Source: an optimization exercise on an open RTL-to-GDS flow (aim: small area, a short achievable clock period and few clock cycles per item). Production flows keep margins and buffers that such runs may drop.
In this exercise RTL edits were held to simulation tests only and were not proved equivalent to the original.

==> job 9403 <==
// assoc_read_cache
module assoc_read_cache
#(
  parameter int unsigned LINE_SIZE   = 32,
  parameter int unsigned WAYS_LOG2   = 1,
  parameter int unsigned INDEX_DEPTH = 4,
  parameter int unsigned OFFSET_SIZE = 2
) (
  input  logic                 clk,
  input  logic                 reset,
  input  logic                 req_valid,
  input  logic [LINE_SIZE-1:0] address,
  input  logic                 flush,
  output logic [LINE_SIZE-1:0] data,
  output logic                 busywait,
  output logic                 mem_read,
  output logic [LINE_SIZE-1:0] mem_address,
  input  logic [LINE_SIZE-1:0] mem_readdata,
  input  logic                 mem_busywait
);
Settings: LEC_CHECK=0, CAP_MARGIN=20, CORE_MARGIN=2, CORE_UTILIZATION=50, SLEW_MARGIN=20, SYNTH_HIERARCHICAL=1, SYNTH_MINIMUM_KEEP_SIZE=0; clock period 13.0 ns.
standard.sh (not shown) runs the stock make flow with config.mk's settings and CLKGATE_MAP_FILE= SYNTH_SCRIPT=/design/flow/synth_recipe.tcl, a recipe that flattens the netlist after the stock synthesis.
==> flow/flow/run.sh <==
#!/bin/bash
# Standard ORFS layout (the standard.sh, standard synthesis unchanged), with:
#  - a clock tree of clkbuf_16 sink clusters without dummy loads (far fewer clock buffers).
set -euo pipefail
bash standard.sh \
  SETUP_SLACK_MARGIN=6.3 \
  TNS_END_PERCENT=100 \
  MATCH_CELL_FOOTPRINT=0 \
  "CTS_ARGS=-sink_clustering_enable -repair_clock_nets -dont_use_dummy_load -sink_clustering_size 24 -sink_clustering_max_diameter 80 -buf_list sky130_fd_sc_hd__clkbuf_16" \
  finish > orfs_make.log 2>&1
==> inputs of job 8117, as changes to job 9403 <==
--- a/flow/design.v
+++ b/flow/design.v
@@ -63,39 +63,37 @@
   localparam int unsigned TAG_SIZE = cache_pkg::tag_size(LINE_SIZE, INDEX_DEPTH, OFFSET_SIZE);
   localparam int unsigned SETS     = 1 << INDEX_DEPTH;
   localparam int unsigned WORDS    = 1 << OFFSET_SIZE;
   localparam int unsigned LA       = TAG_SIZE + INDEX_DEPTH;           
   localparam int unsigned EB       = INDEX_DEPTH + 1;                  
   localparam int unsigned ENTRIES  = 1 << EB;                          
   localparam int unsigned LW       = WORDS * LINE_SIZE;                
   localparam int unsigned PORT_LOG = 3;                                
-  localparam int unsigned IB       = INDEX_DEPTH;
   localparam int unsigned PTAG     = 8;                                
+  logic [TAG_SIZE-1:0] tag_mem [0:SETS-1][0:1];
   logic [1:0]          valid   [0:SETS-1];
   logic                rr_ptr  [0:SETS-1];
-  logic [LW-1:0]       ring    [0:1][0:SETS-1];
-  logic [TAG_SIZE-1:0] tring   [0:1][0:SETS-1];
-  logic [IB-1:0]       rot;
+  logic [LW-1:0]       ring    [0:ENTRIES-1];
+  logic [EB-1:0]       rot;
   logic [LW-1:0]       fb_data [0:1];
-  logic [TAG_SIZE-1:0] fb_tag  [0:1];
   logic [EB-1:0]       fb_entry[0:1];
   logic [1:0]          fb_busy;         
   logic [1:0]          fb_pend;         
   logic                fb_cur;          
   logic [LA-1:0]          a_line;
   logic [INDEX_DEPTH-1:0] a_set;
   logic [OFFSET_SIZE-1:0] a_w;
   logic [SETS-1:0]        a_set_oh;
   assign a_line = address[LINE_SIZE-1 -: LA];
   assign a_set  = address[cache_pkg::index_lsb(OFFSET_SIZE) +: INDEX_DEPTH];
   assign a_w    = address[cache_pkg::BYTE_SEL_BITS +: OFFSET_SIZE];
   always_comb for (int s = 0; s < SETS; s++) a_set_oh[s] = (a_set == s);
   logic [LA-1:0]          cand_line;
-  logic                   cand_v, cand_hit;
+  logic                   cand_v, cand_hit, cand_way;
   logic [SETS-1:0]        cand_set_oh;
   logic [ENTRIES-1:0]     p1_oh;
   logic [1:0]             c_fb;
   logic [LA-1:0]          nxt_line;
   logic [SETS-1:0]        nxt_set_oh;
   logic                   nxt_v, nxt_miss;
   logic [LA-1:0]          fill_line;
   logic [WORDS-1:0]       fetched;
@@ -106,74 +104,63 @@
     nxt_set  = '0;
     for (int s = 0; s < SETS; s++) begin
       if (cand_set_oh[s]) cand_set = INDEX_DEPTH'(s);
       if (nxt_set_oh[s])  nxt_set  = INDEX_DEPTH'(s);
     end
   end
   logic [1:0][TAG_SIZE-1:0] a_tags;
   logic [1:0]               a_valid;
-  logic [IB-1:0]            a_place;
-  assign a_place = a_set + rot;
   always_comb begin
     a_tags  = '0;
     a_valid = '0;
     for (int s = 0; s < SETS; s++) begin
-      a_tags[0] |= {TAG_SIZE{a_place == s}} & tring[0][s];
-      a_tags[1] |= {TAG_SIZE{a_place == s}} & tring[1][s];
+      a_tags[0] |= {TAG_SIZE{a_set_oh[s]}} & tag_mem[s][0];
+      a_tags[1] |= {TAG_SIZE{a_set_oh[s]}} & tag_mem[s][1];
       a_valid   |= {2{a_set_oh[s]}} & valid[s];
     end
-    for (int w = 0; w < 2; w++)
-      for (int x = 0; x < 2; x++)
-        if (fb_busy[x] && (fb_entry[x] == {a_set, w[0]})) a_tags[w] = fb_tag[x];
   end
   logic lkA_hit, lkA_way;
   way_compare #(.WAYS_LOG2(1), .TAG_SIZE(TAG_SIZE)) u_cmp_a (
     .set_tags (a_tags),
     .set_valid(a_valid),
     .req_tag  (address[LINE_SIZE-1 -: TAG_SIZE]),
     .hit      (lkA_hit),
     .hit_way  (lkA_way)
   );
   logic [1:0][PTAG-1:0] b_tags;
   logic [1:0]           b_valid;
   logic                 b_rr, lkB_miss;
-  logic [IB-1:0]        b_place;
-  assign b_place = nxt_set + rot;
   always_comb begin
     b_tags  = '0;
     b_valid = '0;
     b_rr    = 1'b0;
     for (int s = 0; s < SETS; s++) begin
-      b_tags[0] |= {PTAG{b_place == s}} & tring[0][s][PTAG-1:0];
-      b_tags[1] |= {PTAG{b_place == s}} & tring[1][s][PTAG-1:0];
+      b_tags[0] |= {PTAG{nxt_set_oh[s]}} & tag_mem[s][0][PTAG-1:0];
+      b_tags[1] |= {PTAG{nxt_set_oh[s]}} & tag_mem[s][1][PTAG-1:0];
       b_valid   |= {2{nxt_set_oh[s]}} & valid[s];
       b_rr      |= nxt_set_oh[s] & rr_ptr[s];
     end
-    for (int w = 0; w < 2; w++)
-      for (int x = 0; x < 2; x++)
-        if (fb_busy[x] && (fb_entry[x] == {nxt_set, w[0]})) b_tags[w] = fb_tag[x][PTAG-1:0];
     lkB_miss = (!b_valid[0] || (b_tags[0] != nxt_line[INDEX_DEPTH +: PTAG])) &&
                (!b_valid[1] || (b_tags[1] != nxt_line[INDEX_DEPTH +: PTAG]));
   end
   logic [1:0] c_valid;
   logic       c_rr;
   always_comb begin
     c_valid = '0;
     c_rr    = 1'b0;
     for (int s = 0; s < SETS; s++) begin
       c_valid |= {2{cand_set_oh[s]}} & valid[s];
       c_rr    |= cand_set_oh[s] & rr_ptr[s];
     end
   end
   logic [LW-1:0] p1_line;
   always_comb begin
     p1_line = '0;
-    for (int w = 0; w < 2; w++)
-      for (int q = 0; q < SETS; q++) p1_line |= {LW{p1_oh[w*SETS+q]}} & ring[w][q];
+    for (int p = 0; p < ENTRIES; p++) p1_line |= {LW{p1_oh[p]}} & ring[p];
     p1_line |= ({LW{c_fb[0]}} & fb_data[0]) | ({LW{c_fb[1]}} & fb_data[1]);
   end
   logic                   on_c, active, m_c, m_n, fw, cand_is_fill;
   logic                   alloc, xfer;
   logic [WORDS-1:0]       ok_w;
   logic [LA-1:0]          al_line;
   logic [SETS-1:0]        al_set_oh;
   logic [INDEX_DEPTH-1:0] al_set;
@@ -228,70 +215,77 @@
     .a_w     (a_w),
     .ok_w    (ok_w),
     .data    (data)
   );
   assign mem_address = {(active ? fill_line : a_line), mw, {cache_pkg::BYTE_SEL_BITS{1'b0}}};
   assign xfer = mem_read && !mem_busywait;
   logic          w_fb;
   logic [1:0]    wb;
-  logic [IB-1:0] wb_pos [0:1];
+  logic [EB-1:0] wb_pos [0:1];
   assign w_fb = active ? fb_cur : al_fb;
   always_comb
     for (int x = 0; x < 2; x++) begin
-      wb_pos[x] = fb_entry[x][EB-1:1] + rot + 1'b1;
+      wb_pos[x] = fb_entry[x] + rot + 1'b1;
       wb[x]     = fb_pend[x] && (wb_pos[x][PORT_LOG-1:0] == '0);
     end
   always_ff @(posedge clk) begin
     for (int x = 0; x < 2; x++)
       for (int k = 0; k < WORDS; k++)
         if (xfer && (w_fb == x) && (mw == k))
           fb_data[x][k*LINE_SIZE +: LINE_SIZE] <= mem_readdata;
-    for (int w = 0; w < 2; w++)
-      for (int q = 0; q < SETS; q++) begin
-        ring[w][q]  <= ring[w][(q + SETS - 1) % SETS];
-        tring[w][q] <= tring[w][(q + SETS - 1) % SETS];
-        if (q % (1 << PORT_LOG) == 0) begin
-          if (wb[0] && (fb_entry[0][0] == w) && (wb_pos[0] == q)) begin
-            ring[w][q]  <= fb_data[0];
-            tring[w][q] <= fb_tag[0];
-          end else if (wb[1] && (fb_entry[1][0] == w) && (wb_pos[1] == q)) begin
-            ring[w][q]  <= fb_data[1];
-            tring[w][q] <= fb_tag[1];
-          end
-        end
+    for (int p = 0; p < ENTRIES; p++) begin
+      ring[p] <= ring[(p + ENTRIES - 1) % ENTRIES];
+      if (p % (1 << PORT_LOG) == 0) begin
+        if (wb[0] && (wb_pos[0] == p))      ring[p] <= fb_data[0];
+        else if (wb[1] && (wb_pos[1] == p)) ring[p] <= fb_data[1];
       end
-    if (alloc) fb_tag[al_fb] <= al_line[LA-1 -: TAG_SIZE];
+    end
+  end
+  always_ff @(posedge clk) begin
+    for (int s = 0; s < SETS; s++)
+      for (int v = 0; v < 2; v++)
+        if (alloc && al_set_oh[s] && (victim == v)) tag_mem[s][v] <= al_line[LA-1 -: TAG_SIZE];
   end
   logic [LA-1:0] a_line_inc, nxt_line_inc;
   assign a_line_inc   = a_line + 1'b1;
   assign nxt_line_inc = nxt_line + 1'b1;
   logic [EB-1:0]      lk_entry;
   logic [1:0]         lk_fb;
-  logic [IB-1:0]      lk_pos;
+  logic [EB-1:0]      lk_pos;
   assign lk_entry = {a_set, lkA_way};
   always_comb
     for (int x = 0; x < 2; x++) lk_fb[x] = fb_busy[x] && !wb[x] && (fb_entry[x] == lk_entry);
-  assign lk_pos = a_set + rot + 1'b1;
+  assign lk_pos = lk_entry + rot + 1'b1;
   always_ff @(posedge clk or negedge reset) begin
     if (!reset) begin
       for (int s = 0; s < SETS; s++) begin
         valid[s]  <= '0;
         rr_ptr[s] <= 1'b0;
       end
       rot         <= '0;
       fb_busy     <= '0;
       fb_pend     <= '0;
       fb_cur      <= 1'b0;
+      fb_entry[0] <= '0;
+      fb_entry[1] <= '0;
+      cand_line   <= '0;
       cand_v      <= 1'b0;
       cand_hit    <= 1'b0;
+      cand_way    <= 1'b0;
+      cand_set_oh <= SETS'(1);
+      p1_oh       <= '0;
       c_fb        <= '0;
+      nxt_line    <= '0;
+      nxt_set_oh  <= SETS'(1);
       nxt_v       <= 1'b0;
       nxt_miss    <= 1'b0;
+      fill_line   <= '0;
       fetched     <= '1;
+      crit        <= '0;
     end else begin
       rot <= rot + 1'b1;
       for (int s = 0; s < SETS; s++) begin
         if (flush) valid[s] <= '0;
         if (alloc && al_set_oh[s]) begin
           valid[s][victim] <= 1'b1;
           rr_ptr[s]        <= !rr_ptr[s];
         end
@@ -300,77 +294,72 @@
         if (wb[x]) begin
           fb_busy[x] <= 1'b0;
           fb_pend[x] <= 1'b0;
         end
       if (alloc) begin
         fb_cur             <= al_fb;
         fb_busy[al_fb]     <= 1'b1;
         fb_pend[al_fb]     <= 1'b0;
+        fb_entry[al_fb]    <= al_entry;
         if (fb_entry[!al_fb] == al_entry) begin
           fb_busy[!al_fb] <= 1'b0;
           fb_pend[!al_fb] <= 1'b0;
         end
       end
       if (alloc) begin
+        fill_line <= al_line;
+        crit      <= a_w;
         fetched   <= mem_busywait ? '0 : WORDS'(1) << a_w;
       end else if (active && !mem_busywait) begin
         fetched[mw] <= 1'b1;
         if ((fetched | (WORDS'(1) << mw)) == '1) fb_pend[fb_cur] <= 1'b1;
       end
       nxt_v    <= cand_v;
       nxt_miss <= lkB_miss || flush;
       if (req_valid && !m_c) begin
         nxt_v  <= 1'b0;
         cand_v <= 1'b1;
-        cand_hit <= m_n ? alloc : lkA_hit;
+        if (m_n) begin
+          cand_line   <= nxt_line;
+          cand_set_oh <= nxt_set_oh;
+          cand_hit    <= alloc;
+          cand_way    <= victim;
+          nxt_line    <= nxt_line_inc;
+          nxt_set_oh  <= {nxt_set_oh[SETS-2:0], nxt_set_oh[SETS-1]};
+        end else begin
+          cand_line   <= a_line;
+          cand_set_oh <= a_set_oh;
+          cand_hit    <= lkA_hit;
+          cand_way    <= lkA_way;
+          nxt_line    <= a_line_inc;
+          nxt_set_oh  <= {a_set_oh[SETS-2:0], a_set_oh[SETS-1]};
+        end
       end else if (alloc) begin
         cand_hit <= 1'b1;
+        cand_way <= victim;
       end else if (flush && !req_valid) begin
         cand_hit <= 1'b0;
       end
-      if (alloc)                                  c_fb <= 2'b01 << al_fb;
-      else if (req_valid && !m_c && !m_n)         c_fb <= lk_fb;
-      else if ((c_fb[0] && wb[0]) || (c_fb[1] && wb[1])) c_fb <= '0;
-    end
-  end
-  always_ff @(posedge clk) begin
-    if (alloc) begin
-      fill_line       <= al_line;
-      crit            <= a_w;
-      fb_entry[al_fb] <= al_entry;
-    end
-    if (req_valid && !m_c) begin
-      if (m_n) begin
-        cand_line   <= nxt_line;
-        cand_set_oh <= nxt_set_oh;
-        nxt_line    <= nxt_line_inc;
-        nxt_set_oh  <= {nxt_set_oh[SETS-2:0], nxt_set_oh[SETS-1]};
+      if (alloc) begin
+        p1_oh <= '0;
+        c_fb  <= 2'b01 << al_fb;
+      end else if (req_valid && !m_c && !m_n) begin
+        c_fb <= lk_fb;
+        for (int p = 0; p < ENTRIES; p++) p1_oh[p] <= (lk_fb == '0) && (lk_pos == p);
+      end else if (c_fb[0] && wb[0]) begin
+        c_fb <= '0;
+        for (int p = 0; p < ENTRIES; p++) p1_oh[p] <= (wb_pos[0] == p);
+      end else if (c_fb[1] && wb[1]) begin
+        c_fb <= '0;
+        for (int p = 0; p < ENTRIES; p++) p1_oh[p] <= (wb_pos[1] == p);
       end else begin
-        cand_line   <= a_line;
-        cand_set_oh <= a_set_oh;
-        nxt_line    <= a_line_inc;
-        nxt_set_oh  <= {a_set_oh[SETS-2:0], a_set_oh[SETS-1]};
+        p1_oh <= {p1_oh[ENTRIES-2:0], p1_oh[ENTRIES-1]};
       end
     end
-    if (alloc) begin
-      p1_oh <= '0;
-    end else if (req_valid && !m_c && !m_n) begin
-      for (int w = 0; w < 2; w++)
-        for (int q = 0; q < SETS; q++)
-          p1_oh[w*SETS+q] <= (lk_fb == '0) && (lkA_way == w) && (lk_pos == q);
-    end else if (c_fb[0] && wb[0]) begin
-      for (int w = 0; w < 2; w++)
-        for (int q = 0; q < SETS; q++) p1_oh[w*SETS+q] <= (fb_entry[0][0] == w) && (wb_pos[0] == q);
-    end else if (c_fb[1] && wb[1]) begin
-      for (int w = 0; w < 2; w++)
-        for (int q = 0; q < SETS; q++) p1_oh[w*SETS+q] <= (fb_entry[1][0] == w) && (wb_pos[1] == q);
-    end else begin
-      p1_oh <= {p1_oh[2*SETS-2:SETS], p1_oh[2*SETS-1], p1_oh[SETS-2:0], p1_oh[SETS-1]};
-    end
   end
 endmodule
 module req_decode
 #(
   parameter int unsigned LA    = 28,
   parameter int unsigned WORDS = 4,
   parameter int unsigned WB    = 2
 ) (
@@ -412,14 +401,14 @@
 ) (
   input  logic [WORDS*LINE_SIZE-1:0] line,
   input  logic [LINE_SIZE-1:0]       memword,
   input  logic                       on_c,
   input  logic [WB-1:0]     a_w,
   input  logic [WORDS-1:0]           ok_w,
   output logic [LINE_SIZE-1:0]       data
 );
-  logic [LINE_SIZE-1:0] w_out [0:WORDS-1];
-  always_comb
+  always_comb begin
+    data = {LINE_SIZE{!(on_c && ok_w[a_w])}} & memword;
     for (int k = 0; k < WORDS; k++)
-      w_out[k] = ok_w[k] ? line[k*LINE_SIZE +: LINE_SIZE] : memword;
-  assign data = on_c ? w_out[a_w] : memword;
+      data |= {LINE_SIZE{on_c && (a_w == k) && ok_w[k]}} & line[k*LINE_SIZE +: LINE_SIZE];
+  end
 endmodule
==> flow/flow/run.sh (replaced) <==
#!/bin/bash
# Standard ORFS layout (the standard.sh, standard synthesis unchanged), with:
#  - a clock tree of clkbuf_16 sink clusters without dummy loads (far fewer clock buffers).
set -euo pipefail
bash standard.sh \
  SETUP_SLACK_MARGIN=7 \
  TNS_END_PERCENT=100 \
  "CTS_ARGS=-sink_clustering_enable -repair_clock_nets -dont_use_dummy_load -sink_clustering_size 24 -sink_clustering_max_diameter 80 -buf_list sky130_fd_sc_hd__clkbuf_16" \
  finish > orfs_make.log 2>&1
==> flow/config.mk (replaced) <==
export PLATFORM = sky130hd
export DESIGN_NAME = assoc_read_cache
export DESIGN_NICKNAME = assoc_read_cache
export VERILOG_FILES = /design/flow/design.v
export SDC_FILE = /design/flow/constraint.sdc
export NUM_CORES = 4
export LEC_CHECK = 0
export CAP_MARGIN = 20
export CORE_MARGIN = 2
export CORE_UTILIZATION = 40
export SLEW_MARGIN = 20
export SYNTH_HIERARCHICAL = 1
export SYNTH_MINIMUM_KEEP_SIZE = 0
==> results_dict.tcl <==
set metrics [dict create \
    grt_usage 0.279 \
    largestRegisters "ring (4096), tag_mem (768), fb_data (256)" \
    place_ws_ns 3.52 \
    met2WireLength_mm 274 \
    placed_cells 17686 \
    critPathMaxFanout 10 \
    finalCriticalPeriod_ns 7.58 \
    dieArea_um2 423000 \
    synthCells 12696 \
    period_share 0.583 \
    worstMarginPinSlew_ns 1.17 \
    leakage_nw 63.7 \
    r2r_setup_slack_ns 7.74 \
    hold_slack_ns 0.265 \
    run_status "no timing/DRC/antenna violations" \
    drive_above_1_share 0.0939 \
]
the above is filed under job 8117

==> results_dict.tcl <==
set metrics [dict create \
    grt_usage 0.362 \
    hold_slack_ns 0.302 \
    place_ws_ns 3.07 \
    synthCells 13246 \
    dieArea_um2 334000 \
    run_status "no timing/DRC/antenna violations" \
    n_all_inverters 79 \
    largestRegisters "ring (4096), tring (768), fb_data (256)" \
    worstMarginPinSlew_ns 1.27 \
    met2WireLength_mm 271 \
    ys_types 89 \
    leakage_nw 67.6 \
    final-hold-violation-count 0 \
    rr_worst_depth 18 \
    period_share 0.541 \
    drive_above_1_share 0.0860 \
]
the above is filed under job 9403

Testbench counts of job 9403, summed over its fixed seeds: cycles 44,362, items 24,000.
Testbench counts of job 8117, summed over its fixed seeds: cycles 44,565, items 24,000.

## static timing again, ports no longer ideal
How much do the figures lean on ideal ports? The routed layouts below were timed once more, with nothing changed but the port constraints. Step 1, drivers: a clkbuf_16 drives clk and a buf_2 each remaining input, both assumed. Step 2 moves the port delays by t, midway between the first and last clock arrival at a register: inputs arrive t later, outputs are due t later. That takes back most of the time a late clock gives input paths. a / b / c = ideal / step 1 / step 2; a / b = the first two.
run	t, ns	slack for setup (ns)	worst setup path at the end	latest minus earliest clock arrival (ns)	worst slew at a driven data input, ns
job 9403	1.035	5.967 / 5.895 / 5.006	input to register	0.082 / 0.082	0.41
job 8117	1.049	5.422 / 5.391 / 5.156	input to register	0.136 / 0.136	0.45
After both steps setup and hold are still met in every run listed. The setup slack of job 9403, which loses most, moves by -0.072 ns with the drivers and by -0.961 ns with both steps.
